Context: an optimization exercise on an open-source flow, tuned for small area, a short achievable clock period and few clock cycles per item. The choices shown serve that exercise and are no tape-out recipe.
At most, simulation tests tie the RTL to the original design; equivalence was not proved.
No activity file was given, so power comes from the tool's default toggle rates.

## rolling_hash_pattern_matcher_top
module rolling_hash_pattern_matcher_top #(
   parameter int MAX_PATTERN  = MAX_PATTERN_DEF,
   parameter int WINDOW_DEPTH = WINDOW_DEPTH_DEF
) (
   input  logic                 clock,
   input  logic                 reset,
   input  logic                 req_valid,
   output logic                 req_ready,
   input  logic [BYTE_W-1:0]    req_text_byte,
   output logic                 rsp_valid,
   input  logic                 rsp_ready,
   output logic                 rsp_kind,
   output logic [VALUE_W-1:0]   rsp_value,
   output logic                 rsp_last,
   input  logic                 csr_we,
   input  logic [CSR_IDX_W-1:0] csr_index,
   input  logic [CSR_W-1:0]     csr_wdata
);
   function automatic logic [1:0] add3(input logic [1:0] a, input logic [1:0] b);
      logic az, bz;
      az = !a[0] && !a[1];
      bz = !b[0] && !b[1];
      add3[0] = (a[0] && bz) || (az && b[0]) || (a[1] && b[1]);
      add3[1] = (a[1] && bz) || (az && b[1]) || (a[0] && b[0]);
   endfunction
   function automatic logic [1:0] mod3(input logic [7:0] x);
      logic [1:0] r0, r1, r2, r3;
      r0 = {x[1] && !x[0], !x[1] && x[0]};
      r1 = {x[3] && !x[2], !x[3] && x[2]};
      r2 = {x[5] && !x[4], !x[5] && x[4]};
      r3 = {x[7] && !x[6], !x[7] && x[6]};
      mod3 = add3(add3(r0, r1), add3(r2, r3));
   endfunction
   localparam logic [31:0] CMAX = 32'hffff_ffff;
   logic [3:0]  nm1_ff;
   logic [7:0]  pat_ff [16];
   logic [1:0]  dp_ff [16];
   logic        zlo_ff, zhi_ff;   
   logic [7:0]  ring_ff [16];
   logic [1:0]  dw_ff [16];       
   logic [3:0]  nm1_al_ff;
   logic [31:0] count_ff;
   logic        first_seen_ff;    
   logic        reported_ff;      
   logic        rdy_ff;
   logic        s1_v_ff;
   logic        s1_first_ff;
   logic        s2_hit_ff, s2_first_ff;
   logic [3:0]  s2_m1_ff;
   logic [5:0]  s2_e_ff;
   logic        j_v_ff;
   logic [3:0]  j_m1_ff;
   logic [5:0]  j_e_ff;
   logic        rsp_valid_ff, rsp_kind_ff, rsp_last_ff;
   logic [31:0] rsp_value_ff;
   logic [3:0]  rem_ff;
   logic [5:0]  e_nx_ff;         
   logic        hashing_ff;
   logic [3:0]  hidx_ff;
   logic [2:0]  hchunk_ff;
   logic        hprev_ff, hcarry_ff;
   logic [1:0]  hd_ff;            
   logic        hlast_ff;         
  ...
clock: 9.5 ns
lec_check: 0
abc_area: 1
cap_margin: 20
core_margin: 2
core_utilization: 40
cts_cluster_diameter: 80
cts_cluster_size: 20
slew_margin: 20
standard.sh (not shown) runs the stock make flow with config.mk's settings and CLKGATE_MAP_FILE= SYNTH_SCRIPT=/design/flow/synth_recipe.tcl, a recipe that flattens the netlist after the stock synthesis.
==> flow/flow/run.sh <==
#!/bin/bash
# Standard ORFS layout with a tighter setup repair target, port buffers of
# a plain buffer cell, and free gate sizing.
set -euo pipefail
bash standard.sh 'SETUP_SLACK_MARGIN=6.3' 'MATCH_CELL_FOOTPRINT=0' 'BUFFER_PORTS_ARGS=-buffer_cell sky130_fd_sc_hd__buf_4' finish > standard_make.log 2>&1
Next try:
--- a/flow/design.v
+++ b/flow/design.v
@@ -83,12 +83,15 @@
    logic [1:0]  dw_ff [16];       
    logic [3:0]  nm1_al_ff;
    logic [31:0] count_ff;
    logic        first_seen_ff;    
    logic        reported_ff;      
    logic        rdy_ff;
+   logic        in_v_ff, in_first_ff;
+   logic [7:0]  in_byte_ff;
+   logic [1:0]  in_d_ff;
    logic        s1_v_ff;
    logic        s1_first_ff;
    logic        s2_hit_ff, s2_first_ff;
    logic [3:0]  s2_m1_ff;
    logic [5:0]  s2_e_ff;
    logic        j_v_ff;
@@ -132,13 +135,13 @@
       end
       cnt_ok = (count_ff[31:4] != 28'd0) || (count_ff[3:0] > nm1_ff);
       hit_c  = s1_v_ff && dig_ok && cnt_ok;
       for (int i = 0; i < 8; i++) dcsr[i] = mod3(csr_wdata[8*i +: 8]);
       din = mod3(req_text_byte);
    end
-   logic        accept, inc, len_wr, lo_wr, hi_wr, rot, aligned, aligned_n;
+   logic        accept, shift, inc, len_wr, lo_wr, hi_wr, rot, aligned, aligned_n, in_v_n;
    logic [3:0]  nm1_al_n;
    logic        cont_p, have_next, can_adv, load, pop_j, take_s2, push_j, first_push;
    logic        s2_leave, s1_move;
    logic [3:0]  m1_next, rem_next;
    logic        last_next;
    logic [31:0] pos;
@@ -149,13 +152,14 @@
    logic        first_seen_n, reported_n, hdone;
    logic [1:0]  hdig;
    logic [1:0]  hadd;
    logic [4:0]  hsum;
    assign accept = req_valid && rdy_ff;
    assign aligned = (nm1_al_ff == nm1_ff);
-   assign inc    = accept && (count_ff != CMAX);
+   assign shift  = in_v_ff && aligned && (!s1_v_ff || s2_leave);
+   assign inc    = shift && (count_ff != CMAX);
    assign len_wr = csr_we && !reset && (csr_index == 2'd0);
    assign lo_wr  = csr_we && (csr_index == 2'd1);
    assign hi_wr  = csr_we && (csr_index == 2'd2);
    assign rot    = !aligned && !s1_v_ff;
    always_comb begin
       cont_p    = rsp_valid_ff && (rem_ff != 4'd0);
@@ -190,12 +194,13 @@
       hdone    = hashing_ff && hlast_ff && (hchunk_ff == 3'd7);
       rsp_valid_n = hdone || load || (rsp_valid_ff && !can_adv);
       first_seen_n = first_seen_ff || accept;
       reported_n   = reported_ff || hdone;
       nm1_al_n     = rot ? nm1_al_ff - 4'd1 : nm1_al_ff;
       aligned_n    = (nm1_al_n == nm1_ff);
+      in_v_n       = accept || (in_v_ff && !shift);
       hdig = ((hidx_ff[3] ? zhi_ff : zlo_ff) ? 2'd0 : dp_ff[hidx_ff]);
       hadd = (hchunk_ff == 3'd0) ? hd_ff : {1'b0, hcarry_ff};
       hsum = {1'b0, rsp_value_ff[3:0]} + {1'b0, rsp_value_ff[2:0], hprev_ff} + {3'd0, hadd};
    end
    always_ff @(posedge clock) begin
       if (reset) begin
@@ -221,16 +226,21 @@
       if (hi_wr) begin
          for (int i = 0; i < 8; i++) begin
             pat_ff[8 + i] <= csr_wdata[8*i +: 8];
             dp_ff[8 + i]  <= dcsr[i];
          end
       end
-      if (accept) begin
+      if (rdy_ff) begin
+         in_byte_ff  <= req_text_byte;
+         in_d_ff     <= din;
+         in_first_ff <= !first_seen_ff;
+      end
+      if (shift) begin
          for (int j = 0; j < 16; j++) begin
-            ring_ff[j] <= (j == nm1_al_ff) ? req_text_byte : ring_ff[(j + 1) % 16];
-            dw_ff[j]   <= (j == nm1_al_ff) ? din : dw_ff[(j + 1) % 16];
+            ring_ff[j] <= (j == nm1_al_ff) ? in_byte_ff : ring_ff[(j + 1) % 16];
+            dw_ff[j]   <= (j == nm1_al_ff) ? in_d_ff : dw_ff[(j + 1) % 16];
          end
       end else if (rot) begin
          for (int j = 0; j < 16; j++) begin
             ring_ff[j] <= ring_ff[(j + 1) % 16];
             dw_ff[j]   <= dw_ff[(j + 1) % 16];
          end
@@ -240,13 +250,13 @@
       end
       s2_e_ff <= s2_e_n;
       if (push_j || first_push) j_m1_ff <= s2_m1_ff;
       j_e_ff   <= j_e_n;
       e_nx_ff  <= e_nx_n;
       rem_ff   <= rem_n;
-      if (accept) s1_first_ff <= !first_seen_ff;
+      if (shift) s1_first_ff <= in_first_ff;
       if (hashing_ff) begin
          rsp_value_ff <= {hsum[3:0], rsp_value_ff[31:4]};
          hprev_ff     <= rsp_value_ff[3];
          hcarry_ff    <= hsum[4];
          hchunk_ff    <= hchunk_ff + 3'd1;
          hd_ff        <= hdig;
@@ -278,29 +288,31 @@
          nm1_al_ff     <= 4'd0;
          count_ff      <= 32'd0;
          first_seen_ff <= 1'b0;
          reported_ff   <= 1'b0;
          rdy_ff        <= 1'b1;
          s1_v_ff       <= 1'b0;
+         in_v_ff       <= 1'b0;
          s2_hit_ff     <= 1'b0;
          s2_first_ff   <= 1'b0;
          j_v_ff        <= 1'b0;
          rsp_valid_ff  <= 1'b0;
          hashing_ff    <= 1'b0;
       end else begin
          nm1_al_ff <= nm1_al_n;
          count_ff <= count_ff + {31'd0, inc};
          first_seen_ff <= first_seen_n;
          reported_ff   <= reported_n;
-         s1_v_ff       <= accept || (s1_v_ff && !s1_move);
+         in_v_ff       <= in_v_n;
+         s1_v_ff       <= shift || (s1_v_ff && !s1_move);
          s2_hit_ff     <= s2_hit_n;
          s2_first_ff   <= s1_move ? s1_first_ff : (s2_first_ff && !s2_leave);
          j_v_ff        <= j_v_n;
          rsp_valid_ff  <= rsp_valid_n;
          hashing_ff    <= hashing_ff ? !hdone : s2_first_ff;
-         rdy_ff <= !len_wr && aligned_n &&
+         rdy_ff <= (aligned_n || !in_v_n) &&
                    !(first_seen_n && !reported_n) &&
                    !(s2_hit_n && j_v_n) &&
                    !(s2_hit_ff && s2_e_ff[5]) && !(j_v_ff && j_e_ff[5]) &&
                    !(rsp_valid_ff && e_nx_ff[5]);
       end
    end
The changed run finished clean; wire length drops by a few percent; setup slack gains 0.44 ns; die area rose slightly; clock skew went up by 0.0063 ns; global-route usage falls by 0.43 points; clock power hardly moves; cell count went down by a few percent; design area came out lower by a few percent; critical path depth shrinks by 17; power fell slightly; non-clock buffer count goes down by 57; core utilization drops by 2.1 points.
Testbench counts after the change, summed over its fixed seeds: cycles 29,785, bytes 24,258.
For the first run of this note, only the layout was checked, not whether the RTL still works.

==> what the ideal ports hide <==
The results above use ideal ports. As a check the final layouts listed here were re-extracted and re-timed, cells and wires unchanged.
Step 1, drivers: a clkbuf_16 drives clock and a buf_2 each remaining input, both assumed.
Step 2 adds t to the input delays and takes it off the output delays; t is the mean of the earliest and latest rising clock arrival at the registers after step 1. Input paths then give back, and output paths get back, about the clock's delay inside the block.
Slacks: ideal / step 1 / step 2; pairs: ideal / step 1.
run	t, ns	setup WS [ns]	pins driven straight from the clock port
the first run	0.665	5.907 / 5.915 / 5.251	1
the second run	0.667	6.345 / 6.284 / 5.848	1
After both steps setup and hold are still met in every run listed. For the first run, which loses most, drivers alone change the setup slack by +0.008 ns; drivers and shift together by -0.656 ns.
